Background: an optimization exercise with open tools, aiming at small area and a short achievable clock period. Do not read the settings as production practice.
In this exercise RTL edits were held to simulation tests only and were not proved equivalent to the original.
Power is estimated from default activity; no workload was simulated.

## flow/constraint.sdc

```tcl
create_clock -name core_clock -period 12.0 [get_ports {clk}]
set_input_delay 2.4000 -clock core_clock [delete_from_list [all_inputs] [get_ports {clk}]]
set_output_delay 2.4000 -clock core_clock [all_outputs]
set_load 0.01 [all_outputs]
```

## flow/config.mk

```make
export PLATFORM = sky130hd
export DESIGN_NAME = reg_alu_core
export DESIGN_NICKNAME = reg_alu_core
export VERILOG_FILES = /design/flow/design.v
export SDC_FILE = /design/flow/constraint.sdc
export NUM_CORES = 4
export LEC_CHECK = 0
export CAP_MARGIN = 20
export CORE_MARGIN = 2
export CORE_UTILIZATION = 45
export SETUP_SLACK_MARGIN = 3
export SLEW_MARGIN = 20
export SYNTH_HIERARCHICAL = 1
```

## flow/design.v

```verilog
package alu_pkg;
  localparam logic [2:0] OpAnd = 3'b000;
  localparam logic [2:0] OpOr  = 3'b001;
  localparam logic [2:0] OpAdd = 3'b010;
  localparam logic [2:0] OpSub = 3'b110;
  localparam logic [2:0] OpSlt = 3'b111;
  localparam logic [5:0] FunctAdd = 6'b100000;
  localparam logic [5:0] FunctSub = 6'b100010;
  localparam logic [5:0] FunctAnd = 6'b100100;
  localparam logic [5:0] FunctOr  = 6'b100101;
  localparam logic [5:0] FunctSlt = 6'b101010;
  typedef enum logic [1:0] {
    AluOpMem   = 2'b00,
    AluOpBeq   = 2'b01,
    AluOpRtype = 2'b10,
    AluOpBeqX  = 2'b11
  } alu_op_e;
endpackage
module alu_decode
(
  input  logic       alu_op0_i,
  input  logic       alu_op1_i,
  input  logic [5:0] funct_i,
  output logic [2:0] op_o
);
  alu_pkg::alu_op_e alu_op;
  assign alu_op = alu_pkg::alu_op_e'({alu_op1_i, alu_op0_i});
  always_comb begin
    op_o = alu_pkg::OpAdd;
    unique case (alu_op)
      alu_pkg::AluOpBeq, alu_pkg::AluOpBeqX: op_o = alu_pkg::OpSub;
      alu_pkg::AluOpMem:            op_o = alu_pkg::OpAdd;
      alu_pkg::AluOpRtype: begin
        unique case (funct_i)
          alu_pkg::FunctAdd: op_o = alu_pkg::OpAdd;
          alu_pkg::FunctSub: op_o = alu_pkg::OpSub;
          alu_pkg::FunctAnd: op_o = alu_pkg::OpAnd;
          alu_pkg::FunctOr:  op_o = alu_pkg::OpOr;
          alu_pkg::FunctSlt: op_o = alu_pkg::OpSlt;
          default:  op_o = alu_pkg::OpAdd;
        endcase
      end
      default: op_o = alu_pkg::OpAdd;
    endcase
  end
endmodule
module regfile #(
  parameter int unsigned Width = 32,
  parameter int unsigned NRegs = 32,
  parameter int unsigned AddrW = $clog2(NRegs)
) (
  input  logic             clk_i,
  input  logic             rst_ni,
  input  logic [AddrW-1:0] rs_addr_i,
  input  logic [AddrW-1:0] rt_addr_i,
  input  logic [AddrW-1:0] wr_addr_i,
  input  logic [Width-1:0] wr_data_i,
  input  logic             we_i,
  output logic [Width-1:0] rs_data_o,
  output logic [Width-1:0] rt_data_o
);
  logic [Width-1:0] data_q [NRegs];
  logic [NRegs-1:0] valid_q;
  logic [NRegs-1:0] wsel, rs_sel, rt_sel;
  assign valid_q[0] = 1'b0;
  assign data_q[0]  = '0;
  assign wsel[0]    = 1'b0;
  for (genvar i = 1; i < NRegs; i++) begin : g_reg
    assign wsel[i] = we_i & (wr_addr_i == AddrW'(i));
    always_ff @(posedge clk_i) begin
      if (wsel[i]) data_q[i] <= wr_data_i;
    end
    always_ff @(posedge clk_i or negedge rst_ni) begin
      if (!rst_ni)      valid_q[i] <= 1'b0;
      else if (wsel[i]) valid_q[i] <= 1'b1;
    end
  end
  for (genvar i = 0; i < NRegs; i++) begin : g_sel
    assign rs_sel[i] = valid_q[i] & (rs_addr_i == AddrW'(i));
    assign rt_sel[i] = valid_q[i] & (rt_addr_i == AddrW'(i));
  end
  for (genvar k = 0; k < int'(Width); k++) begin : g_bit
    logic [NRegs-1:1] col;
    for (genvar i = 1; i < NRegs; i++) begin : g_col
      assign col[i] = data_q[i][k];
    end
    regfile_rd_bit #(.N(NRegs-1)) u_rs (.sel_i(rs_sel[NRegs-1:1]), .d_i(col), .q_o(rs_data_o[k]));
    regfile_rd_bit #(.N(NRegs-1)) u_rt (.sel_i(rt_sel[NRegs-1:1]), .d_i(col), .q_o(rt_data_o[k]));
  end
endmodule
module regfile_rd_bit #(
  parameter int unsigned N = 31
) (
  input  logic [N-1:0] sel_i,
  input  logic [N-1:0] d_i,
  output logic         q_o
);
  localparam int unsigned NG = N / 3;
  localparam int unsigned NR = N - 3 * NG;
  logic [NG-1:0] grp_n;
  for (genvar j = 0; j < int'(NG); j++) begin : g_grp
    regfile_aoi222 u_aoi (.s_i(sel_i[3*j +: 3]), .d_i(d_i[3*j +: 3]), .y_no(grp_n[j]));
  end
  if (NR == 0) begin : g_rem_none
    assign q_o = ~&grp_n;
  end else begin : g_rem
    assign q_o = ~&grp_n | |(sel_i[N-1 -: NR] & d_i[N-1 -: NR]);
  end
endmodule
module regfile_aoi222 (
  input  logic [2:0] s_i,
  input  logic [2:0] d_i,
  output logic       y_no
);
  assign y_no = ~|(s_i & d_i);
endmodule
module reg_alu_core
#(
  parameter int unsigned WIDTH = 32,
  parameter int unsigned NREGS = 32
) (
  input  logic                     clk,
  input  logic                     reset,
  input  logic [$clog2(NREGS)-1:0] rs_addr,
  input  logic [$clog2(NREGS)-1:0] rt_addr,
  input  logic [$clog2(NREGS)-1:0] wr_addr,
  input  logic [WIDTH-1:0]         wr_data,
  input  logic                     reg_write,
  input  logic                     alu_op0,
  input  logic                     alu_op1,
  input  logic [5:0]               funct,
  input  logic                     alu_src,
  input  logic [WIDTH-1:0]         imm,
  output logic [WIDTH-1:0]         read_data1,
  output logic [WIDTH-1:0]         read_data2,
  output logic [WIDTH-1:0]         alu_result,
  output logic                     zero,
  output logic                     cout
);
  logic [2:0]       op;
  logic [WIDTH-1:0] a, b, b_eff, sum;
  logic             sub, carry, less, zero_sum;
  logic             is_and, is_or, is_arith, is_slt;
  regfile #(
    .Width (WIDTH),
    .NRegs (NREGS)
  ) u_regfile (
    .clk_i     (clk),
    .rst_ni    (reset),
    .rs_addr_i (rs_addr),
    .rt_addr_i (rt_addr),
    .wr_addr_i (wr_addr),
    .wr_data_i (wr_data),
    .we_i      (reg_write),
    .rs_data_o (read_data1),
    .rt_data_o (read_data2)
  );
  alu_decode u_alu_decode (
    .alu_op0_i (alu_op0),
    .alu_op1_i (alu_op1),
    .funct_i   (funct),
    .op_o      (op)
  );
  assign sub      = op[2];
  assign is_and   = (op == alu_pkg::OpAnd);
  assign is_or    = (op == alu_pkg::OpOr);
  assign is_arith = (op == alu_pkg::OpAdd) | (op == alu_pkg::OpSub);
  assign is_slt   = (op == alu_pkg::OpSlt);
  assign a     = read_data1;
  assign b     = alu_src ? imm : read_data2;
  assign b_eff = b ^ {WIDTH{sub}};
  logic [WIDTH-1:0] p, g;
  logic [WIDTH:0]   c;
  assign p = a ^ b_eff;
  assign g = a & b_eff;
  alu_prefix #(.Width(WIDTH)) u_prefix (
    .g_i   (g),
    .p_i   (p),
    .cin_i (sub),
    .c_o   (c[WIDTH:1])
  );
  assign c[0]  = sub;
  assign sum   = p ^ c[WIDTH-1:0];
  assign carry = c[WIDTH];
  alu_less u_less (
    .a_msb_i (a[WIDTH-1]),
    .b_msb_i (b[WIDTH-1]),
    .c_msb_i (c[WIDTH-1]),
    .p_msb_i (p[WIDTH-1]),
    .less_o  (less)
  );
  logic zero_and, zero_or;
  alu_zero #(.Width(WIDTH)) u_zero (
    .p_i      (p),
    .g_i      (g),
    .cin_i    (sub),
    .zero_sum_o (zero_sum),
    .zero_and_o (zero_and),
    .zero_or_o  (zero_or)
  );
  assign alu_result = ({WIDTH{is_and}}   & (a & b)) |
                      ({WIDTH{is_or}}    & (a | b)) |
                      ({WIDTH{is_arith}} & sum) |
                      {{(WIDTH-1){1'b0}}, is_slt & less};
  assign cout = (is_arith | is_slt) & carry;
  assign zero = (is_and & zero_and) |
                (is_or & zero_or) |
                (is_arith & zero_sum) |
                (is_slt & ~less);
endmodule
module alu_prefix #(
  parameter int unsigned Width = 32
) (
  input  logic [Width-1:0] g_i,
  input  logic [Width-1:0] p_i,
  input  logic             cin_i,
  output logic [Width-1:0] c_o
);
  localparam int unsigned Levels = $clog2(Width);
  logic [Width-1:0] gl [Levels+1];
  logic [Width-1:0] pl [Levels+1];
  assign gl[0][Width-1:1] = g_i[Width-1:1];
  assign pl[0]            = p_i;
  alu_pfx_g0 u_g0 (.g_i(g_i[0]), .p_i(p_i[0]), .c_i(cin_i), .g_o(gl[0][0]));
  for (genvar l = 0; l < int'(Levels); l++) begin : g_lvl
    localparam int unsigned D = 1 << l;
    for (genvar i = 0; i < int'(Width); i++) begin : g_bit
      if (i < int'(D)) begin : g_done
        assign gl[l+1][i] = ~gl[l][i];
        assign pl[l+1][i] = 1'b0;
      end else if (i < int'(2 * D)) begin : g_gray
        assign pl[l+1][i] = 1'b0;
        if (l % 2 == 0) begin : g_t
          alu_pfx_gray_t u_c (.gh_i(gl[l][i]), .ph_i(pl[l][i]), .gl_i(gl[l][i-D]),
                              .g_no(gl[l+1][i]));
        end else begin : g_n
          alu_pfx_gray_n u_c (.gh_ni(gl[l][i]), .ph_ni(pl[l][i]), .gl_ni(gl[l][i-D]),
                              .g_o(gl[l+1][i]));
        end
      end else begin : g_black
        if (l % 2 == 0) begin : g_t
          alu_pfx_black_t u_c (.gh_i(gl[l][i]), .ph_i(pl[l][i]), .gl_i(gl[l][i-D]),
                               .pl_i(pl[l][i-D]), .g_no(gl[l+1][i]), .p_no(pl[l+1][i]));
        end else begin : g_n
          alu_pfx_black_n u_c (.gh_ni(gl[l][i]), .ph_ni(pl[l][i]), .gl_ni(gl[l][i-D]),
                               .pl_ni(pl[l][i-D]), .g_o(gl[l+1][i]), .p_o(pl[l+1][i]));
        end
      end
    end
  end
  if (Levels % 2 == 1) begin : g_inv_out
    assign c_o = ~gl[Levels];
  end else begin : g_true_out
    assign c_o = gl[Levels];
  end
endmodule
module alu_pfx_g0 (
  input  logic g_i,
  input  logic p_i,
  input  logic c_i,
  output logic g_o
);
  assign g_o = g_i | (p_i & c_i);
endmodule
module alu_pfx_gray_t (
  input  logic gh_i,
  input  logic ph_i,
  input  logic gl_i,
  output logic g_no
);
  assign g_no = ~(gh_i | (ph_i & gl_i));
endmodule
module alu_pfx_gray_n (
  input  logic gh_ni,
  input  logic ph_ni,
  input  logic gl_ni,
  output logic g_o
);
  assign g_o = ~(gh_ni & (ph_ni | gl_ni));
endmodule
module alu_pfx_black_t (
  input  logic gh_i,
  input  logic ph_i,
  input  logic gl_i,
  input  logic pl_i,
  output logic g_no,
  output logic p_no
);
  assign g_no = ~(gh_i | (ph_i & gl_i));
  assign p_no = ~(ph_i & pl_i);
endmodule
module alu_pfx_black_n (
  input  logic gh_ni,
  input  logic ph_ni,
  input  logic gl_ni,
  input  logic pl_ni,
  output logic g_o,
  output logic p_o
);
  assign g_o = ~(gh_ni & (ph_ni | gl_ni));
  assign p_o = ~(ph_ni | pl_ni);
endmodule
module alu_less (
  input  logic a_msb_i,
  input  logic b_msb_i,
  input  logic c_msb_i,
  input  logic p_msb_i,
  output logic less_o
);
  assign less_o = (a_msb_i ^ b_msb_i) ? a_msb_i : (p_msb_i ^ c_msb_i);
endmodule
module alu_zero #(
  parameter int unsigned Width = 32
) (
  input  logic [Width-1:0] p_i,
  input  logic [Width-1:0] g_i,
  input  logic             cin_i,
  output logic             zero_sum_o,
  output logic             zero_and_o,
  output logic             zero_or_o
);
  logic [Width-1:0] t;
  assign t          = p_i | g_i;
  assign zero_sum_o = (p_i == {t[Width-2:0], cin_i});
  assign zero_and_o = ~|g_i;
  assign zero_or_o  = ~|t;
endmodule
```

## flow/run.sh

```bash
#!/bin/bash
# synth_recipe.tcl (not shown) runs the flow's synth.tcl, then flattens the netlist and writes it again
# the make line also repeats each setting of config.mk as NAME=value (left out here)
make -C /OpenROAD-flow-scripts/flow DESIGN_CONFIG=/design/flow/config.mk WORK_HOME=/design/flow/orfs CLKGATE_MAP_FILE= SYNTH_SCRIPT=/design/flow/synth_recipe.tcl finish
```

==> results of run 1 <==
[logic make-up (layout without fill, tap and decap cells)]
| logic type | count (synthesis) | after routing |
|---|---|---|
| adders and majority gates | 64 | 64 |
| xor gates and xnor gates | 78 | 78 |
| DFF | 1023 | 1023 |
| AOI/OAI and AO/OA | 928 | 928 |
| other | 0 | 11 |
| muxes | 33 | 33 |
| and+or+nand+nor | 501 | 514 |
| buffers and inverters | 81 | 749 |
[layout make-up]
class / instances / share of cell area
clock inverters: 81 / 0.0116
flip-flops and latches: 1023 / 0.546
diodes: 11 / 0.000492
well taps: 1287 / 0.0288
repair buffers: 521 / 0.0869
multi-input cells: 1617 / 0.277
inverters: 32 / 0.00219
clock buffers: 115 / 0.0476
[worst paths after layout]
kind                                          to  slack, ps
max in group asynchronous  u_regfile.valid_q[11]       9590
max reg2reg                 u_regfile.valid_q[7]      10980
min                        u_regfile.valid_q[21]        530
min in group asynchronous  u_regfile.valid_q[13]       2090
max                               alu_result[21]       2190
min reg2reg                u_regfile.valid_q[21]        530
[power breakdown]
group | internal, mW | leakage [nW] | switching (mW)
combinational | 0.860 | 7.83 | 1.18
sequential | 3.98 | 9.29 | 0.0785
clock | 1.78 | 1.62 | 1.42
total | 6.62 | 18.7 | 2.68
[critical path: cells and delay by family]
kind / cells / cell delay (ps)
AND/OR/NAND/NOR: 3 / 760
AO/OA/AOI/OAI: 8 / 1910
multiplexers: 1 / 350
adder cells (fa/ha/maj): 1 / 390
XOR/XNOR: 2 / 340
buffers and inverters: 6 / 1240
[Yosys cell counts, drive strengths merged, types with 36 or more instances]
cell type / instances
xor2: 42
and3: 65
a2111o: 64
nand4: 135
a222oi: 640
o21ai: 55
edfxtp: 992
nor2: 111
nand2: 125
xnor2: 36
a21oi: 81
[repair_timing]
item / in CTS / in global routing
endpoints found under the hold margin: 0 / 0
pin swaps: 112 / 178
gates resized for setup: 353 / 215
hold buffers: 0 / 0
setup buffers: 91 / 116
cloned: 11 / 8
setup endpoints to repair: 34 / 33
[state kept, by name, indices dropped and copies added, names as in the netlist]
name and flops:
u_regfile.valid_q 31, u_regfile.data_q 992
[placed cells by master, fill, tap and decap left out, types with 29 or more instances in the layout]
master                            count
sky130_fd_sc_hd__buf_6               51
sky130_fd_sc_hd__xor2_1              33
sky130_fd_sc_hd__a2111o_1            59
sky130_fd_sc_hd__clkinv_1            31
sky130_fd_sc_hd__buf_12              29
sky130_fd_sc_hd__a222oi_1           640
sky130_fd_sc_hd__maj3_2              30
sky130_fd_sc_hd__nor2_1              40
sky130_fd_sc_hd__nand2_1             98
sky130_fd_sc_hd__a22o_1              32
sky130_fd_sc_hd__edfxtp_1           992
sky130_fd_sc_hd__a21oi_4             29
sky130_fd_sc_hd__and3_4              63
sky130_fd_sc_hd__buf_4              249
sky130_fd_sc_hd__nand4_1            135
sky130_fd_sc_hd__o21ai_2             41
sky130_fd_sc_hd__buf_2               37
sky130_fd_sc_hd__dfrtp_1             31
sky130_fd_sc_hd__a21oi_2             46
sky130_fd_sc_hd__nor2_4              57
sky130_fd_sc_hd__clkbuf_16          109
sky130_fd_sc_hd__clkdlybuf4s50_1    123
sky130_fd_sc_hd__mux2_4              29
[layer usage]
metal | vias up | global-route usage | part of all wire
met5 | - | 0.0156 | 0.0022
met4 | 18 | 0.159 | 0.055
met3 | 708 | 0.131 | 0.16
met2 | 3650 | 0.560 | 0.44
met1 | 18055 | 0.471 | 0.34
li1 | 13996 | - | -
[Yosys stat by module, one instance, submodules excluded, excerpt]
module	cells	area (sq um)	times used	flip-flops and latches
alu_pfx_gray_t	1	8.76	21	0
alu_pfx_black_n	2	12.5	44	0
reg_alu_core	226	2280	1	0
alu_pfx_black_t	2	12.5	54	0
regfile_aoi222	1	10.0	640	0
alu_less	3	23.8	1	0
alu_pfx_gray_n	1	5.00	10	0
alu_decode	9	76.3	1	0
alu_pfx_g0	1	7.51	1	0
==> results.sh, run 1 <==
export IMPL_synthAdderAreaFrac=0.0170
export IMPL_synth_ff_type="sky130_fd_sc_hd__edfxtp_1"
export IMPL_cts_tree="done"
export IMPL_post_synth_net_total=2831
export IMPL_max_clock_freq_ghz=0.102
export IMPL_final_min_period_over_clock_period=0.817
export IMPL_layout_cells_sized_above_1=0.294
export IMPL_timing_clock_skew_ps=0
export IMPL_synth_top_cell_by_area="sky130_fd_sc_hd__edfxtp_1"
export IMPL_run_status="no timing/DRC/antenna violations"
export IMPL_critPathSlowestCell="sky130_fd_sc_hd__a222oi_1"
export IMPL_drt_pre_antenna_iters=12
export IMPL_post_route_cell_area_sq_um=56000
export IMPL_ys_types=62
export IMPL_r2r_worst_path_cells=1
export IMPL_worst_ir_drop_vdd_mv=0.147
export IMPL_grt_first_pass_wirelength_um=263000
export IMPL_synth_compound_area_share=0.202
export IMPL_overflow=0
export IMPL_cp_class="in -> out"
export IMPL_worst_slew_pin_transition_ps=1410
export IMPL_synthArstFlopShare=0.0303
export IMPL_largest_cells_by_area_after_synthesis="sky130_fd_sc_hd__edfxtp_1 67%, sky130_fd_sc_hd__a222oi_1 14%, sky130_fd_sc_hd__nand4_1 1.9%, sky130_fd_sc_hd__dfrtp_1 1.7%, sky130_fd_sc_hd__a2111o_1 1.6%"
export IMPL_synth_yosys_warnings=14
export IMPL_fillerInstances=7604
export IMPL_worst_ep_required_time_ps=9600
export IMPL_cts_max_level=3
export IMPL_worst_slew_margin_relative_to_its_limit=0.0629
export IMPL_multi_input_comb_area_sq_um=15500
export IMPL_synth_area_sq_um=44500
export IMPL_maxCapViolCount=0
export IMPL_place_detailed_instances=4254
export IMPL_cts_clk_slew_worst_paths_ps=60
export IMPL_dpl_hpwl_um=115000
export IMPL_xor_and_xnor_area_share_after_synthesis=0.0153
export IMPL_largest_net_degree_at_the_start_of_global_routing=41
export IMPL_antenna_violations_before_repair=17
export IMPL_holdCritPathClass="reg -> reg"
export IMPL_floorplan_initialDensity=0.453
export IMPL_seqCellArea_sq_um=30600
export IMPL_slew_viol_final=0
export IMPL_avgSynthCellArea_sq_um=16.4
export IMPL_synth_cells=2708
export IMPL_timing_critical_path_from_type="input pin"
export IMPL_standby_leakage_power_nw=18.7
export IMPL_synth_ff_latch_count=1023
export IMPL_global_routing_usage_summed_across_all_routing_layers=0.367
export IMPL_nets=3423
export IMPL_gpl_final_weighted_congestion=0.974
export IMPL_critical_path_reg2reg_startpoint="u_regfile.valid_q[7]"
export IMPL_die_height_um=319
export IMPL_power_density_nw_per_um2=166
export IMPL_io_pins=189
export IMPL_first_global_vias=34263
export IMPL_synthSimpleGateAreaFrac=0.0589
export IMPL_max_clock_path_buffers=3
export IMPL_setup_viol=0
export IMPL_finish_utilization=0.570
export IMPL_layout_cells_non_filler=4687
export IMPL_hold_viol=0
export IMPL_cp_data_arrival_time_ps=7410
export IMPL_timing_critical_path_to_type="output port"
export IMPL_min_period_ps=9810
export IMPL_fin_worst_hold_slack_ps=534
export IMPL_worst_slack_ps=2190
export IMPL_placedInstanceArea_sq_um=49000
export IMPL_pre_cts_slack_ps=710
export IMPL_max_stage_delay_ps=570
export IMPL_via_per_inst=7.77
export IMPL_core_area_sq_um=98300
export IMPL_synth_top_cell_area_share=0.669
export IMPL_clock_root_buffer="sky130_fd_sc_hd__clkbuf_16"
export IMPL_final_setup_tns_ps=0
export IMPL_synth_top_family_by_area="compound AO/OA/AOI/OAI gates"
export IMPL_portBuffers=188
export IMPL_die_area_sq_um=101000
export IMPL_worstPathCellList="buf_8, and3b_2, and3_4, buf_4, buf_6, a222oi_1, nand4_1, a2111o_1, mux2_4, xnor2_4, ha_4, a21oi_4, buf_4, o21ai_2, a21oi_4, o21ai_2, a21oi_2, inv_1, xor2_1, a22o_1, clkdlybuf4s50_1"
export IMPL_crit_start="rt_addr[3]"
export IMPL_first_iter_violations=10284
export IMPL_number_of_enable_type_register_cells_in_the_synthesized_netlist=992
export IMPL_clock_sinks=1023
export IMPL_worst_path_maximum_fanout=9
export IMPL_detailroute_via_count=36427
export IMPL_detail_route_wirelength_um=197000
export IMPL_final_antenna_net_count=0
export IMPL_rows=115
export IMPL_fraction_of_the_yosys_area_taken_by_sequential_cells=0.686
export IMPL_floorplan_die_width_um=319
export IMPL_timing_hold_worst_path_depth=1
export IMPL_total_power_mw=9.30
export IMPL_remaining_drc_errors=0
export IMPL_launch_point_of_the_worst_hold_path="u_regfile.valid_q[21]"
export IMPL_cts_inserted_buffers=105
export IMPL_area_growth_syn_to_layout_pct=25.7
export IMPL_rsz0062_at_grt="true"
export IMPL_worst_skew_pair_late_latency_ps=680
export IMPL_route_detailed_wl_per_inst_um=42.0
export IMPL_yosys_mux_area_fraction=0.0108
==> run 2, diff against run 1 <==
--- a/flow/design.v
+++ b/flow/design.v
@@ -97,13 +97,26 @@
 );
-  localparam int unsigned NG = N / 3;
-  localparam int unsigned NR = N - 3 * NG;
+  localparam int unsigned NG = (N + 2) / 3;
+  localparam int unsigned NN = (NG + 3) / 4;
   logic [NG-1:0] grp_n;
+  logic [NN-1:0] part;
   for (genvar j = 0; j < int'(NG); j++) begin : g_grp
-    regfile_aoi222 u_aoi (.s_i(sel_i[3*j +: 3]), .d_i(d_i[3*j +: 3]), .y_no(grp_n[j]));
+    if (3 * j + 3 <= int'(N)) begin : g_full
+      regfile_aoi222 u_aoi (.s_i(sel_i[3*j +: 3]), .d_i(d_i[3*j +: 3]), .y_no(grp_n[j]));
+    end else begin : g_part
+      assign grp_n[j] = ~|(sel_i[N-1:3*j] & d_i[N-1:3*j]);
+    end
   end
-  if (NR == 0) begin : g_rem_none
-    assign q_o = ~&grp_n;
-  end else begin : g_rem
-    assign q_o = ~&grp_n | |(sel_i[N-1 -: NR] & d_i[N-1 -: NR]);
+  for (genvar k = 0; k < int'(NN); k++) begin : g_nand
+    localparam int unsigned W = (4 * k + 4 <= int'(NG)) ? 4 : NG - 4 * k;
+    regfile_nand #(.W(W)) u_nand (.a_i(grp_n[4*k +: W]), .y_o(part[k]));
   end
+  assign q_o = |part;
+endmodule
+module regfile_nand #(
+  parameter int unsigned W = 4
+) (
+  input  logic [W-1:0] a_i,
+  output logic         y_o
+);
+  assign y_o = ~&a_i;
 endmodule
@@ -171,3 +184,3 @@
   assign b_eff = b ^ {WIDTH{sub}};
-  logic [WIDTH-1:0] p, g;
+  logic [WIDTH-1:0] p, g, c_n;
   logic [WIDTH:0]   c;
@@ -179,19 +192,15 @@
     .cin_i (sub),
-    .c_o   (c[WIDTH:1])
-  );
-  assign c[0]  = sub;
-  assign sum   = p ^ c[WIDTH-1:0];
-  assign carry = c[WIDTH];
-  alu_less u_less (
-    .a_msb_i (a[WIDTH-1]),
-    .b_msb_i (b[WIDTH-1]),
-    .c_msb_i (c[WIDTH-1]),
-    .p_msb_i (p[WIDTH-1]),
-    .less_o  (less)
+    .c_no  (c_n)
   );
+  assign c[0]       = sub;
+  assign c[WIDTH:1] = ~c_n;
+  assign sum        = p ^ c[WIDTH-1:0];
+  assign carry      = c[WIDTH];
   logic zero_and, zero_or;
   alu_zero #(.Width(WIDTH)) u_zero (
-    .p_i      (p),
-    .g_i      (g),
-    .cin_i    (sub),
+    .a_i        (a),
+    .b_i        (b_eff),
+    .p_i        (p),
+    .g_i        (g),
+    .cin_i      (sub),
     .zero_sum_o (zero_sum),
@@ -200,11 +209,31 @@
   );
-  assign alu_result = ({WIDTH{is_and}}   & (a & b)) |
-                      ({WIDTH{is_or}}    & (a | b)) |
-                      ({WIDTH{is_arith}} & sum) |
-                      {{(WIDTH-1){1'b0}}, is_slt & less};
+  logic             sign_diff, res0_early, res0_on_carry;
+  logic [WIDTH-1:0] res_other;
+  assign sign_diff = a[WIDTH-1] ^ b[WIDTH-1];
+  assign less      = sign_diff ? a[WIDTH-1] : ~c[WIDTH-1];
+  assign res_other = ({WIDTH{is_and}}   & (a & b)) |
+                     ({WIDTH{is_or}}    & (a | b)) |
+                     ({WIDTH{is_arith}} & sum);
+  assign res0_early    = res_other[0] | (is_slt & sign_diff & a[WIDTH-1]);
+  assign res0_on_carry = is_slt & ~sign_diff;
+  alu_late_or u_res0 (
+    .early_i (res0_early),
+    .en_i    (res0_on_carry),
+    .late_i  (c_n[WIDTH-2]),
+    .y_o     (alu_result[0])
+  );
+  assign alu_result[WIDTH-1:1] = res_other[WIDTH-1:1];
+  alu_zero_sel u_zero_sel (
+    .zero_and_i   (zero_and),
+    .zero_or_i    (zero_or),
+    .zero_sum_i   (zero_sum),
+    .en_and_i     (is_and),
+    .en_or_i      (is_or),
+    .en_sum_i     (is_arith),
+    .early_i      (is_slt & sign_diff & ~a[WIDTH-1]),
+    .en_carry_i   (is_slt & ~sign_diff),
+    .carry_n_i    (c_n[WIDTH-2]),
+    .zero_o       (zero)
+  );
   assign cout = (is_arith | is_slt) & carry;
-  assign zero = (is_and & zero_and) |
-                (is_or & zero_or) |
-                (is_arith & zero_sum) |
-                (is_slt & ~less);
 endmodule
@@ -216,3 +245,3 @@
   input  logic             cin_i,
-  output logic [Width-1:0] c_o
+  output logic [Width-1:0] c_no
 );
@@ -251,5 +280,5 @@
   if (Levels % 2 == 1) begin : g_inv_out
-    assign c_o = ~gl[Levels];
+    assign c_no = gl[Levels];
   end else begin : g_true_out
-    assign c_o = gl[Levels];
+    assign c_no = ~gl[Levels];
   end
@@ -302,10 +331,9 @@
 endmodule
-module alu_less (
-  input  logic a_msb_i,
-  input  logic b_msb_i,
-  input  logic c_msb_i,
-  input  logic p_msb_i,
-  output logic less_o
+module alu_late_or (
+  input  logic early_i,
+  input  logic en_i,
+  input  logic late_i,
+  output logic y_o
 );
-  assign less_o = (a_msb_i ^ b_msb_i) ? a_msb_i : (p_msb_i ^ c_msb_i);
+  assign y_o = early_i | (en_i & late_i);
 endmodule
@@ -314,2 +342,4 @@
 ) (
+  input  logic [Width-1:0] a_i,
+  input  logic [Width-1:0] b_i,
   input  logic [Width-1:0] p_i,
@@ -321,7 +351,53 @@
 );
-  logic [Width-1:0] t;
-  assign t          = p_i | g_i;
-  assign zero_sum_o = (p_i == {t[Width-2:0], cin_i});
-  assign zero_and_o = ~|g_i;
-  assign zero_or_o  = ~|t;
+  logic [Width-1:0] t, miss;
+  assign t    = a_i | b_i;
+  assign miss = p_i ^ {t[Width-2:0], cin_i};
+  alu_nor_tree #(.Width(Width)) u_sum (.a_i(miss), .y_o(zero_sum_o));
+  alu_nor_tree #(.Width(Width)) u_and (.a_i(g_i),  .y_o(zero_and_o));
+  alu_nor_tree #(.Width(Width)) u_or  (.a_i(t),    .y_o(zero_or_o));
+endmodule
+module alu_nor_tree #(
+  parameter int unsigned Width = 32
+) (
+  input  logic [Width-1:0] a_i,
+  output logic             y_o
+);
+  localparam int unsigned N1 = Width / 4;
+  localparam int unsigned N2 = N1 / 4;
+  logic [N1-1:0] l1_n;
+  logic [N2-1:0] l2;
+  for (genvar i = 0; i < int'(N1); i++) begin : g_l1
+    alu_nor4 u_nor (.a_i(a_i[4*i +: 4]), .y_o(l1_n[i]));
+  end
+  for (genvar i = 0; i < int'(N2); i++) begin : g_l2
+    alu_nand4 u_nand (.a_i(l1_n[4*i +: 4]), .y_o(l2[i]));
+  end
+  assign y_o = ~|l2;
+endmodule
+module alu_nor4 (
+  input  logic [3:0] a_i,
+  output logic       y_o
+);
+  assign y_o = ~|a_i;
+endmodule
+module alu_nand4 (
+  input  logic [3:0] a_i,
+  output logic       y_o
+);
+  assign y_o = ~&a_i;
+endmodule
+module alu_zero_sel (
+  input  logic zero_and_i,
+  input  logic zero_or_i,
+  input  logic zero_sum_i,
+  input  logic en_and_i,
+  input  logic en_or_i,
+  input  logic en_sum_i,
+  input  logic early_i,
+  input  logic en_carry_i,
+  input  logic carry_n_i,
+  output logic zero_o
+);
+  assign zero_o = (en_and_i & zero_and_i) | (en_or_i & zero_or_i) | (en_sum_i & zero_sum_i) |
+                  early_i | (en_carry_i & ~carry_n_i);
 endmodule
==> flow/flow/run.sh (new file) <==
#!/bin/bash
# The standard layout (standard synthesis included), with two resizer settings changed:
#  - port buffers are buf_2 cells instead of the default pick (a delay cell);
#  - gate sizing may swap a cell for one with a different footprint (the platform's
#    MATCH_CELL_FOOTPRINT=1 limits it to same-footprint swaps).
# Each ORFS step writes its full log under orfs/logs/; make's own output goes to make.log.
set -euo pipefail
bash standard.sh MATCH_CELL_FOOTPRINT=0 \
  "BUFFER_PORTS_ARGS=-buffer_cell sky130_fd_sc_hd__buf_2" finish > make.log 2>&1
test -f out/final.def
==> flow/standard.sh (new file) <==
#!/bin/bash
# synth_recipe.tcl (not shown) runs the flow's synth.tcl, then flattens the netlist and writes it again
# the make line also repeats each setting of config.mk as NAME=value (left out here)
make -C /OpenROAD-flow-scripts/flow DESIGN_CONFIG=/design/flow/config.mk WORK_HOME=/design/flow/orfs CLKGATE_MAP_FILE= SYNTH_SCRIPT=/design/flow/synth_recipe.tcl "${@:-finish}"
--- a/flow/config.mk
+++ b/flow/config.mk
@@ -10,4 +10,7 @@
 export CORE_UTILIZATION = 45
-export SETUP_SLACK_MARGIN = 3
+export CTS_CLUSTER_DIAMETER = 80
+export CTS_CLUSTER_SIZE = 20
+export SETUP_SLACK_MARGIN = 4
 export SLEW_MARGIN = 20
 export SYNTH_HIERARCHICAL = 1
+export TNS_END_PERCENT = 0
removed: flow/run.sh
==> results.sh, run 2 <==
export IMPL_run_status="no timing/DRC/antenna violations"
export IMPL_slew_viol_final=0
export IMPL_synthAdderAreaFrac=0.00951
export IMPL_first_global_vias=34093
export IMPL_standby_leakage_power_nw=16.8
export IMPL_yosysMostFrequentCell="sky130_fd_sc_hd__edfxtp_1"
export IMPL_max_flop_register="u_regfile.data_q"
export IMPL_worst_ep_required_time_ps=9600
export IMPL_total_power_mw=8.00
export IMPL_first_iter_violations=10109
export IMPL_min_period_ps=9260
export IMPL_maxCapViolCount=0
export IMPL_remaining_drc_errors=0
export IMPL_fillerInstances=7977
export IMPL_via_per_inst=8.02
export IMPL_timing_critical_path_from_type="input pin"
export IMPL_synth_top_family_by_area="compound AO/OA/AOI/OAI gates"
export IMPL_largest_cells_by_area_after_synthesis="sky130_fd_sc_hd__edfxtp_1 67%, sky130_fd_sc_hd__a222oi_1 14%, sky130_fd_sc_hd__nand4_1 1.9%, sky130_fd_sc_hd__dfrtp_1 1.7%, sky130_fd_sc_hd__a21oi_2 1.5%"
export IMPL_dpl_hpwl_um=109000
export IMPL_ys_types=54
export IMPL_final_min_period_over_clock_period=0.772
export IMPL_placedInstanceArea_sq_um=47900
export IMPL_timing_clock_skew_ps=0
export IMPL_max_stage_delay_ps=600
export IMPL_holdCritPathClass="reg -> reg"
export IMPL_final_common_cell="sky130_fd_sc_hd__edfxtp_1"
export IMPL_final_setup_tns_ps=0
export IMPL_xor_and_xnor_area_share_after_synthesis=0.0186
export IMPL_overflow=0
export IMPL_synth_ff_latch_count=1023
export IMPL_hold_viol=0
export IMPL_nets=3336
export IMPL_highest_count_cells_in_the_layout_ignoring_fill_and_taps="992 x sky130_fd_sc_hd__edfxtp_1, 640 x sky130_fd_sc_hd__a222oi_1, 182 x sky130_fd_sc_hd__buf_2, 158 x sky130_fd_sc_hd__buf_4, 136 x sky130_fd_sc_hd__nand4_1"
export IMPL_cts_clk_slew_worst_paths_ps=80
export IMPL_final_antenna_net_count=0
export IMPL_antenna_violations_before_repair=17
export IMPL_post_route_cell_area_sq_um=52700
export IMPL_synth_cells=2786
export IMPL_critPathSlowestCell="sky130_fd_sc_hd__or3_4"
export IMPL_synth_compound_area_share=0.185
export IMPL_largestRegisters="u_regfile.data_q (992), u_regfile.valid_q (31)"
export IMPL_area_growth_syn_to_layout_pct=17.8
export IMPL_synth_top_cell_area_share=0.666
export IMPL_global_routing_usage_summed_across_all_routing_layers=0.381
export IMPL_pre_cts_slack_ps=1620
export IMPL_power_density_nw_per_um2=152
export IMPL_detail_route_wirelength_um=203000
export IMPL_io_pins=189
export IMPL_grt_first_pass_wirelength_um=272000
export IMPL_synthSimpleGateAreaFrac=0.0853
export IMPL_synth_ff_type="sky130_fd_sc_hd__edfxtp_1"
export IMPL_critical_path_most_common_cell="sky130_fd_sc_hd__nand2_1"
export IMPL_synthArstFlopShare=0.0303
export IMPL_clock_sinks=1023
export IMPL_synth_top_cell_by_area="sky130_fd_sc_hd__edfxtp_1"
export IMPL_max_clock_freq_ghz=0.108
export IMPL_portBuffers=188
export IMPL_floorplan_initialDensity=0.455
export IMPL_largest_net_degree_at_the_start_of_global_routing=42
export IMPL_max_ffs_per_register=992
export IMPL_avgSynthCellArea_sq_um=16.1
export IMPL_yosys_top_cells_count="992 x sky130_fd_sc_hd__edfxtp_1, 640 x sky130_fd_sc_hd__a222oi_1, 153 x sky130_fd_sc_hd__nand2_1, 136 x sky130_fd_sc_hd__nand4_1, 85 x sky130_fd_sc_hd__nor2_1"
export IMPL_route_detailed_wl_per_inst_um=44.8
export IMPL_post_synth_net_total=2911
export IMPL_setup_viol=0
export IMPL_finish_utilization=0.535
export IMPL_clock_root_buffer="sky130_fd_sc_hd__clkbuf_16"
export IMPL_yosys_mux_area_fraction=0.0104
export IMPL_worst_slew_pin_transition_ps=1100
export IMPL_cp_class="in -> out"
export IMPL_cts_tree="done"
export IMPL_rows=115
export IMPL_synth_area_sq_um=44700
export IMPL_synth_yosys_warnings=14
export IMPL_max_clock_path_buffers=3
export IMPL_worst_slack_ps=2740
export IMPL_core_area_sq_um=98400
export IMPL_drt_pre_antenna_iters=14
export IMPL_worstPathCellList="buf_6, and3b_2, and3_4, a222oi_1, nand4_1, or3_4, mux2_4, xor2_2, ha_4, nand2_2, nor2_4, nand2_1, o21ai_4, a21oi_2, xnor2_1, a32oi_1, nand2_1, buf_2"
export IMPL_cts_inserted_buffers=59
export IMPL_rsz0062_at_grt="true"
export IMPL_holdBufCountCts=0
export IMPL_worst_path_maximum_fanout=11
export IMPL_worst_skew_pair_late_latency_ps=680
export IMPL_die_area_sq_um=102000
export IMPL_cts_max_level=2
export IMPL_detailroute_via_count=36287
export IMPL_worst_ir_drop_vdd_mv=0.121
export IMPL_gpl_final_weighted_congestion=1.03
export IMPL_timing_critical_path_to_type="output port"
export IMPL_fraction_of_the_yosys_area_taken_by_sequential_cells=0.683
export IMPL_cp_data_arrival_time_ps=6860
export IMPL_floorplan_die_width_um=319
export IMPL_worst_slew_margin_relative_to_its_limit=0.265
export IMPL_number_of_enable_type_register_cells_in_the_synthesized_netlist=992
export IMPL_die_height_um=319
export IMPL_layout_cells_sized_above_1=0.293
==> run 2: cell families (layout without fill, tap and decap cells) <==
kind of cell / Yosys count / in the layout
AND/OR/NAND/NOR: 670 / 710
XOR/XNOR: 95 / 95
adder cells (fa/ha/maj): 34 / 34
AO/OA/AOI/OAI: 871 / 871
other: 0 / 10
flip-flops: 1023 / 1023
multiplexers: 32 / 32
buffers and inverters: 61 / 464
==> run 2: timing repair <==
item,4_1_cts,5_1_grt
endpoints found under the setup margin,35,34
pin swaps,155,64
cloned,39,1
setup buffers,78,26
gates resized for setup,316,46
endpoints found under the hold margin,0,0
==> run 2: metrics by stage <==
stage / std cells / hold slack (ps)
finish: 4526 / 528
global route: 4518 / 542
CTS: 4489 / 525
detailed placement: 4293 / 480
global placement: 4293 / 478
floorplan: 2786 / 448
==> run 2: layout make-up <==
cell class | count | area [sq um] | share of cell area
Inverter | 18 | 67.6 | 0.00128
Antenna cell | 10 | 25.0 | 0.000475
Clock inverter | 6 | 95.1 | 0.00180
Multi-Input combinational cell | 1742 | 16200 | 0.307
Tap cell | 1287 | 1610 | 0.0306
Sequential cell | 1023 | 30600 | 0.580
Timing Repair Buffer | 367 | 2550 | 0.0484
Clock buffer | 73 | 1580 | 0.0300
==> run 2: Yosys stat by module, one instance, submodules excluded, a selection <==
module,cells,times used
alu_nor4,1,24
regfile_aoi222,1,640
alu_pfx_g0,1,1
alu_pfx_gray_n,1,10
alu_pfx_gray_t,1,21
alu_pfx_black_n,2,44
alu_late_or,1,1
alu_nand4,1,6
alu_zero_sel,5,1
reg_alu_core,260,1
alu_decode,9,1
==> run 2: power by group <==
part | switching, mW | internal, mW
logic | 1.15 | 0.656
clock network | 1.16 | 0.952
registers | 0.106 | 3.98
==> run 2: final timing paths <==
check | start | to | slack [ps] | depth (start not counted)
min in group asynchronous | reset | u_regfile.valid_q[13] | 1750 | 1
min | u_regfile.valid_q[26] | u_regfile.valid_q[26] | 530 | 1
max reg2reg | u_regfile.valid_q[24] | u_regfile.valid_q[24] | 10960 | 1
min reg2reg | u_regfile.valid_q[26] | u_regfile.valid_q[26] | 530 | 1
max | rt_addr[1] | alu_result[29] | 2740 | 18
max in group asynchronous | reset | u_regfile.valid_q[16] | 9800 | 1
==> run 2: critical path, delay by kind of cell <==
kind	cells	cell delay (ps)
AOI/OAI and AO/OA	4	910
and+or+nand+nor	8	2210
adders and majority gates	1	380
buffers and inverters	2	310
muxes	1	330
xor gates and xnor gates	2	300
==> run 2: metal layers <==
metal	GRT usage	vias to the layer above	wire length, um
met4	0.208	12	14100
met3	0.146	639	35600
met2	0.564	3725	86000
met1	0.483	18107	66700
li1	-	13804	-
met5	0.00473	-	172
==> run 3, diff against run 2 <==
--- a/flow/design.v
+++ b/flow/design.v
@@ -186,3 +186,3 @@
   logic [WIDTH:0]   c;
-  assign p = a ^ b_eff;
+  alu_xor #(.Width(WIDTH)) u_p (.a_i(a), .b_i(b_eff), .y_o(p));
   assign g = a & b_eff;
@@ -403 +403,10 @@
 endmodule
+module alu_xor #(
+  parameter int unsigned Width = 32
+) (
+  input  logic [Width-1:0] a_i,
+  input  logic [Width-1:0] b_i,
+  output logic [Width-1:0] y_o
+);
+  assign y_o = a_i ^ b_i;
+endmodule
==> results.sh, run 3 <==
export IMPL_grt_first_pass_wirelength_um=261000
export IMPL_overflow=0
export IMPL_timing_critical_path_from_type="input pin"
export IMPL_die_area_sq_um=103000
export IMPL_clock_sinks=1023
export IMPL_area_growth_syn_to_layout_pct=16.5
export IMPL_first_iter_violations=9858
export IMPL_final_antenna_net_count=0
export IMPL_timing_clock_skew_ps=0
export IMPL_avgSynthCellArea_sq_um=16.0
export IMPL_standby_leakage_power_nw=16.8
export IMPL_fraction_of_the_yosys_area_taken_by_sequential_cells=0.679
export IMPL_post_route_cell_area_sq_um=52500
export IMPL_clock_root_buffer="sky130_fd_sc_hd__clkbuf_16"
export IMPL_io_pins=189
export IMPL_slew_viol_final=0
export IMPL_max_ffs_per_register=992
export IMPL_highest_count_cells_in_the_layout_ignoring_fill_and_taps="992 x sky130_fd_sc_hd__edfxtp_1, 640 x sky130_fd_sc_hd__a222oi_1, 184 x sky130_fd_sc_hd__buf_2, 161 x sky130_fd_sc_hd__buf_4, 140 x sky130_fd_sc_hd__nand2_1"
export IMPL_worst_path_maximum_fanout=16
export IMPL_rows=116
export IMPL_cts_clk_slew_worst_paths_ps=80
export IMPL_swShare=0.299
export IMPL_worst_skew_pair_late_latency_ps=690
export IMPL_cts_tree="done"
export IMPL_synth_top_cell_by_area="sky130_fd_sc_hd__edfxtp_1"
export IMPL_holdBufCountCts=0
export IMPL_maxCapViolCount=0
export IMPL_power_density_nw_per_um2=151
export IMPL_synth_cells=2817
export IMPL_max_flop_register="u_regfile.data_q"
export IMPL_fillerInstances=8110
export IMPL_dpl_hpwl_um=108000
export IMPL_final_min_period_over_clock_period=0.778
export IMPL_crit_path_leading_delay_family="simple AND/OR/NAND/NOR gates"
export IMPL_layout_cells_sized_above_1=0.279
export IMPL_worst_ep_required_time_ps=9600
export IMPL_cp_class="in -> out"
export IMPL_max_clock_path_buffers=3
export IMPL_worstPathCellList="buf_2, nor2_4, buf_4, and3_4, a222oi_1, nand4_1, or3_4, mux2_4, xor2_4, xor2_4, xor2_1, nor4_2, nand4_1, nor2_1, nand2_1, nand4_1, buf_2"
export IMPL_min_period_ps=9340
export IMPL_yosys_top_cells_count="992 x sky130_fd_sc_hd__edfxtp_1, 640 x sky130_fd_sc_hd__a222oi_1, 153 x sky130_fd_sc_hd__nand2_1, 136 x sky130_fd_sc_hd__nand4_1, 85 x sky130_fd_sc_hd__nor2_1"
export IMPL_floorplan_initialDensity=0.452
export IMPL_final_common_cell="sky130_fd_sc_hd__edfxtp_1"
export IMPL_via_per_inst=7.82
export IMPL_synthArstFlopShare=0.0303
export IMPL_power_combinational_fraction=0.220
export IMPL_switching_power_mw=2.37
export IMPL_yosysMostFrequentCell="sky130_fd_sc_hd__edfxtp_1"
export IMPL_multi_input_comb_area_sq_um=16000
export IMPL_floorplan_die_width_um=320
export IMPL_p_int_mw=5.54
export IMPL_route_detailed_wl_per_inst_um=42.3
export IMPL_worst_slew_margin_relative_to_its_limit=0.473
export IMPL_holdCritPathClass="reg -> reg"
export IMPL_max_stage_delay_ps=530
export IMPL_setup_viol=0
export IMPL_core_area_sq_um=99600
export IMPL_synth_ff_latch_count=1023
export IMPL_largest_net_degree_at_the_start_of_global_routing=42
export IMPL_share_seq_of_total_power=0.514
export IMPL_gpl_final_weighted_congestion=0.998
export IMPL_final_setup_tns_ps=0
export IMPL_largestRegisters="u_regfile.data_q (992), u_regfile.valid_q (31)"
export IMPL_worst_ir_drop_vdd_mv=0.136
export IMPL_total_power_mw=7.91
export IMPL_largest_cells_by_area_after_synthesis="sky130_fd_sc_hd__edfxtp_1 66%, sky130_fd_sc_hd__a222oi_1 14%, sky130_fd_sc_hd__nand4_1 1.9%, sky130_fd_sc_hd__dfrtp_1 1.7%, sky130_fd_sc_hd__a21oi_2 1.5%"
export IMPL_synth_top_cell_area_share=0.662
export IMPL_synth_ff_type="sky130_fd_sc_hd__edfxtp_1"
export IMPL_first_global_vias=33632
export IMPL_number_of_enable_type_register_cells_in_the_synthesized_netlist=992
export IMPL_synth_area_sq_um=45000
export IMPL_ys_types=54
export IMPL_max_clock_freq_ghz=0.107
export IMPL_detail_route_wirelength_um=193000
export IMPL_cp_data_arrival_time_ps=6940
export IMPL_nets=3323
export IMPL_portBuffers=188
export IMPL_rsz0062_at_grt="true"
export IMPL_antenna_violations_before_repair=16
export IMPL_cts_inserted_buffers=58
export IMPL_worst_slew_pin_transition_ps=786
export IMPL_post_synth_net_total=2910
export IMPL_detailroute_via_count=35733
export IMPL_timing_critical_path_to_type="output port"
export IMPL_critical_path_most_common_cell="sky130_fd_sc_hd__nand4_1"
export IMPL_critPathSlowestCell="sky130_fd_sc_hd__or3_4"
export IMPL_seqCellArea_sq_um=30600
export IMPL_run_status="no timing/DRC/antenna violations"
export IMPL_drt_pre_antenna_iters=14
export IMPL_global_routing_usage_summed_across_all_routing_layers=0.363
export IMPL_synth_yosys_warnings=14
export IMPL_timing_critical_path_buf_inv=3
export IMPL_remaining_drc_errors=0
export IMPL_placedInstanceArea_sq_um=48400
export IMPL_die_height_um=320
export IMPL_cts_max_level=2
export IMPL_clockPowerShare=0.266
export IMPL_hold_viol=0
run 3: cell types whose count changed after synthesis, sizes merged:
cell    change
and2       +32
ha         -32
xor2       +32
a22oi      -13
a32oi      +13
o211ai     -13
o21ai      +13
buf         -6
clkbuf      +5
run 3: layout make-up:
cell class	instances	share of cell area
inverter	18	0.00129
sequential	1023	0.583
clock inverter	7	0.00138
clock buffer	84	0.0307
antenna	10	0.000477
timing repair buffer	369	0.0483
multi-input combinational	1760	0.304
tap	1298	0.0310
run 3: kinds of logic after synthesis:
family                     Yosys count  share of synthesized area
buffers and inverters               60                    0.00837
adders and majority gates            2                   0.000556
and+or+nand+nor                    702                     0.0892
AOI/OAI and AO/OA                  871                      0.183
xor gates and xnor gates           127                     0.0292
muxes                               32                     0.0106
DFF                               1023                      0.679
run 3: timing repair:
| action | in CTS | in global routing |
|---|---|---|
| gates cloned | 25 | 2 |
| buffers inserted | 88 | 13 |
| gates resized for setup | 193 | 54 |
| pin swaps | 124 | 51 |
| endpoints found under the setup margin | 42 | 34 |
run 3: per-layer routing:
metal / global-route usage / part of all wire
met1: 0.476 / 0.35
met2: 0.536 / 0.43
met3: 0.104 / 0.15
met4: 0.216 / 0.068
met5: 0 / 0.00045
run 3: per-module statistics from Yosys (local to each module, per instance), excerpt:
module           times used  cells inside
alu_decode                1             9
alu_pfx_g0                1             1
alu_late_or               1             1
reg_alu_core              1           259
alu_pfx_gray_t           21             1
alu_pfx_black_n          44             2
alu_nand4                 6             1
alu_pfx_black_t          54             2
alu_zero_sel              1             5
alu_nor4                 24             1
regfile_aoi222          640             1
alu_pfx_gray_n           10             1
run 3: path summary, 6_finish.rpt:
check,startpoint,to,slack (ps),depth (start not counted)
max,rt_addr[0],zero,2660,17
min reg2reg,u_regfile.valid_q[20],u_regfile.valid_q[20],490,1
max reg2reg,u_regfile.valid_q[22],u_regfile.valid_q[22],10990,1
min,u_regfile.valid_q[20],u_regfile.valid_q[20],490,1
min in group asynchronous,reset,u_regfile.valid_q[31],1760,1
max in group asynchronous,reset,u_regfile.valid_q[3],9770,1
run 3: through the flow:
stage / setup WS, ps / instances / hold slack, ps / util
global route: 2680 / 4561 / 520 / 0.527
finish: 2660 / 4569 / 494 / 0.527
floorplan: 3930 / 2817 / 448 / -
global placement: 1700 / 4339 / 469 / 0.486
detailed placement: 1630 / 4339 / 474 / 0.486
CTS: 2840 / 4543 / 495 / 0.522
run 3: power groups by stage:
stage / Sequential (mW) / Combinational (mW) / Clock, mW
after floorplan: 4.08 / 0.852 / 0
after global placement: 4.09 / 1.43 / 0
after detailed placement: 4.09 / 1.43 / 0
after CTS: 4.05 / 1.64 / 2.11
after global routing: 4.06 / 1.80 / 2.22
final: 4.06 / 1.74 / 2.10
==> run 4, diff against run 3 <==
--- a/flow/design.v
+++ b/flow/design.v
@@ -186,3 +186,3 @@
   logic [WIDTH:0]   c;
-  alu_xor #(.Width(WIDTH)) u_p (.a_i(a), .b_i(b_eff), .y_o(p));
+  assign p = a ^ b_eff;
   assign g = a & b_eff;
@@ -200,4 +200,2 @@
   alu_zero #(.Width(WIDTH)) u_zero (
-    .a_i        (a),
-    .b_i        (b_eff),
     .p_i        (p),
@@ -342,4 +340,2 @@
 ) (
-  input  logic [Width-1:0] a_i,
-  input  logic [Width-1:0] b_i,
   input  logic [Width-1:0] p_i,
@@ -352,3 +348,3 @@
   logic [Width-1:0] t, miss;
-  assign t    = a_i | b_i;
+  assign t    = p_i | g_i;
   assign miss = p_i ^ {t[Width-2:0], cin_i};
@@ -403,10 +399 @@
 endmodule
-module alu_xor #(
-  parameter int unsigned Width = 32
-) (
-  input  logic [Width-1:0] a_i,
-  input  logic [Width-1:0] b_i,
-  output logic [Width-1:0] y_o
-);
-  assign y_o = a_i ^ b_i;
-endmodule
==> results.sh, run 4 <==
export IMPL_run_status="no timing/DRC/antenna violations"
export IMPL_synth_ff_type="sky130_fd_sc_hd__edfxtp_1"
export IMPL_cts_tree="done"
export IMPL_dpl_hpwl_um=107000
export IMPL_max_clock_freq_ghz=0.108
export IMPL_timing_clock_skew_ps=0
export IMPL_portBuffers=188
export IMPL_pre_cts_slack_ps=1940
export IMPL_clock_sinks=1023
export IMPL_total_power_mw=7.93
export IMPL_synth_yosys_warnings=14
export IMPL_die_height_um=319
export IMPL_p_int_mw=5.56
export IMPL_timing_critical_path_from_type="input pin"
export IMPL_worst_path_maximum_fanout=8
export IMPL_final_min_period_over_clock_period=0.775
export IMPL_synth_top_cell_by_area="sky130_fd_sc_hd__edfxtp_1"
export IMPL_overflow=0
export IMPL_detailroute_via_count=35582
export IMPL_final_setup_tns_ps=0
export IMPL_min_period_ps=9290
export IMPL_first_global_vias=33431
export IMPL_synth_top_cell_area_share=0.666
export IMPL_drt_pre_antenna_iters=14
export IMPL_route_detailed_wl_per_inst_um=42.8
export IMPL_cp_class="in -> out"
export IMPL_largest_cells_by_area_after_synthesis="sky130_fd_sc_hd__edfxtp_1 67%, sky130_fd_sc_hd__a222oi_1 14%, sky130_fd_sc_hd__nand4_1 1.9%, sky130_fd_sc_hd__dfrtp_1 1.7%, sky130_fd_sc_hd__a21oi_2 1.5%"
export IMPL_slew_viol_final=0
export IMPL_max_flop_register="u_regfile.data_q"
export IMPL_cts_max_level=2
export IMPL_power_combinational_fraction=0.229
export IMPL_first_iter_violations=9894
export IMPL_largest_net_degree_at_the_start_of_global_routing=43
export IMPL_worst_ep_required_time_ps=9600
export IMPL_fillerInstances=8016
export IMPL_setup_viol=0
export IMPL_switching_power_mw=2.37
export IMPL_grt_first_pass_wirelength_um=258000
export IMPL_layout_cells_sized_above_1=0.276
export IMPL_holdCritPathClass="reg -> reg"
export IMPL_timing_critical_path_to_type="output port"
export IMPL_synth_cells=2787
export IMPL_standby_leakage_power_nw=16.6
export IMPL_final_antenna_net_count=0
export IMPL_hold_viol=0
export IMPL_gpl_final_weighted_congestion=1.02
export IMPL_yosys_top_cells_count="992 x sky130_fd_sc_hd__edfxtp_1, 640 x sky130_fd_sc_hd__a222oi_1, 153 x sky130_fd_sc_hd__nand2_1, 136 x sky130_fd_sc_hd__nand4_1, 85 x sky130_fd_sc_hd__nor2_1"
export IMPL_critPathSlowestCell="sky130_fd_sc_hd__or3_4"
export IMPL_worst_slew_margin_relative_to_its_limit=0.372
export IMPL_via_per_inst=7.91
export IMPL_global_routing_usage_summed_across_all_routing_layers=0.358
export IMPL_swShare=0.299
export IMPL_core_area_sq_um=98400
export IMPL_detail_route_wirelength_um=192000
export IMPL_highest_count_cells_in_the_layout_ignoring_fill_and_taps="992 x sky130_fd_sc_hd__edfxtp_1, 640 x sky130_fd_sc_hd__a222oi_1, 182 x sky130_fd_sc_hd__buf_2, 136 x sky130_fd_sc_hd__nand4_1"
export IMPL_avgSynthCellArea_sq_um=16.0
export IMPL_power_density_nw_per_um2=152
export IMPL_fraction_of_the_yosys_area_taken_by_sequential_cells=0.684
export IMPL_floorplan_die_width_um=319
export IMPL_synth_ff_latch_count=1023
export IMPL_largestRegisters="u_regfile.data_q (992), u_regfile.valid_q (31)"
export IMPL_max_ffs_per_register=992
export IMPL_rows=115
export IMPL_cts_clk_slew_worst_paths_ps=80
export IMPL_worstPathCellList="buf_6, nor2b_4, buf_12, and3_4, clkbuf_16, a222oi_1, nand4_1, or3_4, mux2_4, xor2_2, ha_4, a21oi_4, o21ai_4, a21oi_2, o21ai_2, a21oi_4, xnor2_1, a32oi_1, nand2_1, buf_2"
export IMPL_ys_types=56
export IMPL_die_area_sq_um=102000
export IMPL_worst_skew_pair_late_latency_ps=680
export IMPL_cp_data_arrival_time_ps=6890
export IMPL_remaining_drc_errors=0
export IMPL_synthArstFlopShare=0.0303
export IMPL_final_common_cell="sky130_fd_sc_hd__edfxtp_1"
export IMPL_nets=3297
export IMPL_post_synth_net_total=2912
export IMPL_max_clock_path_buffers=3
export IMPL_fin_worst_hold_slack_ps=506
export IMPL_area_growth_syn_to_layout_pct=16.5
export IMPL_multi_input_comb_area_sq_um=15800
export IMPL_worst_slack_ps=2710
export IMPL_clock_root_buffer="sky130_fd_sc_hd__clkbuf_16"
export IMPL_seqCellArea_sq_um=30600
export IMPL_clockPowerShare=0.258
export IMPL_max_stage_delay_ps=590
export IMPL_r2r_worst_path_cells=1
export IMPL_worst_slew_pin_transition_ps=942
export IMPL_number_of_enable_type_register_cells_in_the_synthesized_netlist=992
export IMPL_rsz0062_at_grt="true"
export IMPL_yosysMostFrequentCell="sky130_fd_sc_hd__edfxtp_1"
export IMPL_critical_path_most_common_cell="sky130_fd_sc_hd__a21oi_4"
export IMPL_floorplan_initialDensity=0.454
export IMPL_maxCapViolCount=0
export IMPL_timing_hold_worst_path_depth=1
export IMPL_share_seq_of_total_power=0.513
export IMPL_cts_inserted_buffers=57
export IMPL_io_pins=189
export IMPL_synth_area_sq_um=44700
export IMPL_worst_ir_drop_vdd_mv=0.150
export IMPL_antenna_violations_before_repair=17
-- run 4: cell count changes in the layout (fill, tap and decap cells not counted), moves of 9 or more --
cell	before	now
sky130_fd_sc_hd__xor2_2	35	17
sky130_fd_sc_hd__ha_4	0	28
sky130_fd_sc_hd__xor2_1	35	44
sky130_fd_sc_hd__and2_1	33	2
sky130_fd_sc_hd__nand2_2	12	22
sky130_fd_sc_hd__buf_4	161	129
sky130_fd_sc_hd__xor2_4	24	0
sky130_fd_sc_hd__nand2_1	140	129
-- run 4: cell families after synthesis --
logic type      share of synthesized area
flops                               0.684
compound gates                      0.184
buf+inv                           0.00806
fa+ha+maj                         0.00977
simple gates                       0.0851
mux                                0.0103
xor+xnor                           0.0186
-- run 4: layout make-up --
| class | count | share of cell area |
|---|---|---|
| antenna | 12 | 0.000577 |
| clock buffer | 84 | 0.0304 |
| clock inverter | 2 | 0.000480 |
| inverter | 21 | 0.00159 |
| multi-input combinational | 1731 | 0.304 |
| sequential | 1023 | 0.587 |
| tap | 1287 | 0.0309 |
| timing repair buffer | 338 | 0.0452 |
-- run 4: power groups by stage --
stage | combinational (mW) | sequential [mW] | clock (mW)
final | 1.82 | 4.06 | 2.05
after global routing | 1.87 | 4.06 | 2.17
after CTS | 1.73 | 4.05 | 2.05
after detailed placement | 1.45 | 4.09 | 0
after global placement | 1.44 | 4.09 | 0
after floorplan | 0.871 | 4.08 | 0
-- run 4: stage by stage --
| step | cell area, sq um | utilization | cells |
|---|---|---|---|
| final | 52100 | 0.529 | 4498 |
| after global routing | 52100 | 0.529 | 4487 |
| after CTS | 51700 | 0.525 | 4464 |
| after detailed placement | 47900 | 0.487 | 4293 |
| after global placement | 47900 | 0.487 | 4293 |
| after floorplan | 44800 | - | 2787 |
-- run 4: what timing repair did --
action,4_1_cts,5_1_grt
hold endpoints to repair,0,0
cloned,26,7
resized for setup,294,35
buffers inserted,59,15
hold buffers,0,0
setup endpoints to repair,36,34
pin swaps,166,59
-- run 4: routing by layer --
metal | track usage | wire [um] | up-vias | share of wire
li1 | - | - | 13713 | -
met1 | 0.463 | 65300 | 17666 | 0.34
met2 | 0.537 | 82600 | 3543 | 0.43
met3 | 0.110 | 30900 | 644 | 0.16
met4 | 0.204 | 13500 | 16 | 0.070
met5 | 0 | 182 | - | 0.00095
-- run 4: critical path, delay by kind of cell --
family,cells,cell delay [ps]
mux,1,320
simple gates,5,1550
compound gates,7,1370
fa+ha+maj,1,320
buf+inv,4,640
xor+xnor,2,270
-- run 4: path summary, 6_finish.rpt --
check / slack (ps) / start / endpoint
worst max-delay path: 2710 / rt_addr[0] / alu_result[18]
worst min-delay path: 510 / u_regfile.valid_q[29] / u_regfile.valid_q[29]
worst max register to register: 10980 / u_regfile.valid_q[18] / u_regfile.valid_q[18]
worst min register to register: 510 / u_regfile.valid_q[29] / u_regfile.valid_q[29]
max in group asynchronous: 9740 / reset / u_regfile.valid_q[7]
min in group asynchronous: 1750 / reset / u_regfile.valid_q[23]
-- run 4: per-module statistics from Yosys, one instance, submodules excluded, a selection --
module / copies in the design / cells / flip-flops and latches
alu_pfx_black_t: 54 / 2 / 0
alu_late_or: 1 / 1 / 0
alu_pfx_gray_n: 10 / 1 / 0
regfile_aoi222: 640 / 1 / 0
alu_nand4: 6 / 1 / 0
alu_zero_sel: 1 / 5 / 0
alu_pfx_black_n: 44 / 2 / 0
alu_nor4: 24 / 1 / 0
alu_decode: 1 / 9 / 0
alu_pfx_g0: 1 / 1 / 0
reg_alu_core: 1 / 261 / 0
alu_pfx_gray_t: 21 / 1 / 0

[what the ideal ports hide]
Ports are ideal in the flow. The routed layouts listed here were re-timed in OpenROAD. Step 1, drivers: a clkbuf_16 drives clk and a buf_2 each remaining input, both assumed. Step 2 moves the port delays by t, midway between the first and last clock arrival at a register: inputs arrive t later, outputs are due t later. That takes back most of the time a late clock gives input paths. Slacks: ideal / step 1 / step 2; pairs: ideal / step 1.
| run | t (ns) | setup WS [ns] | hold WS [ns] | worst slew at a driven data input, ns |
|---|---|---|---|---|
| run 1 | 0.754 | 2.195 / 2.091 / 2.091 | 0.534 / 0.534 / 0.534 | 0.17 |
| run 2 | 0.751 | 2.739 / 2.672 / 2.672 | 0.528 / 0.528 / 0.528 | 0.13 |
| run 3 | 0.745 | 2.661 / 2.637 / 2.637 | 0.494 / 0.494 / 0.494 | 0.10 |
| run 4 | 0.758 | 2.705 / 2.668 / 2.668 | 0.506 / 0.506 / 0.506 | 0.13 |
After both steps every run listed still meets setup and hold. For run 1, which loses most, drivers alone change the setup slack by -0.104 ns; drivers and shift together by -0.104 ns.
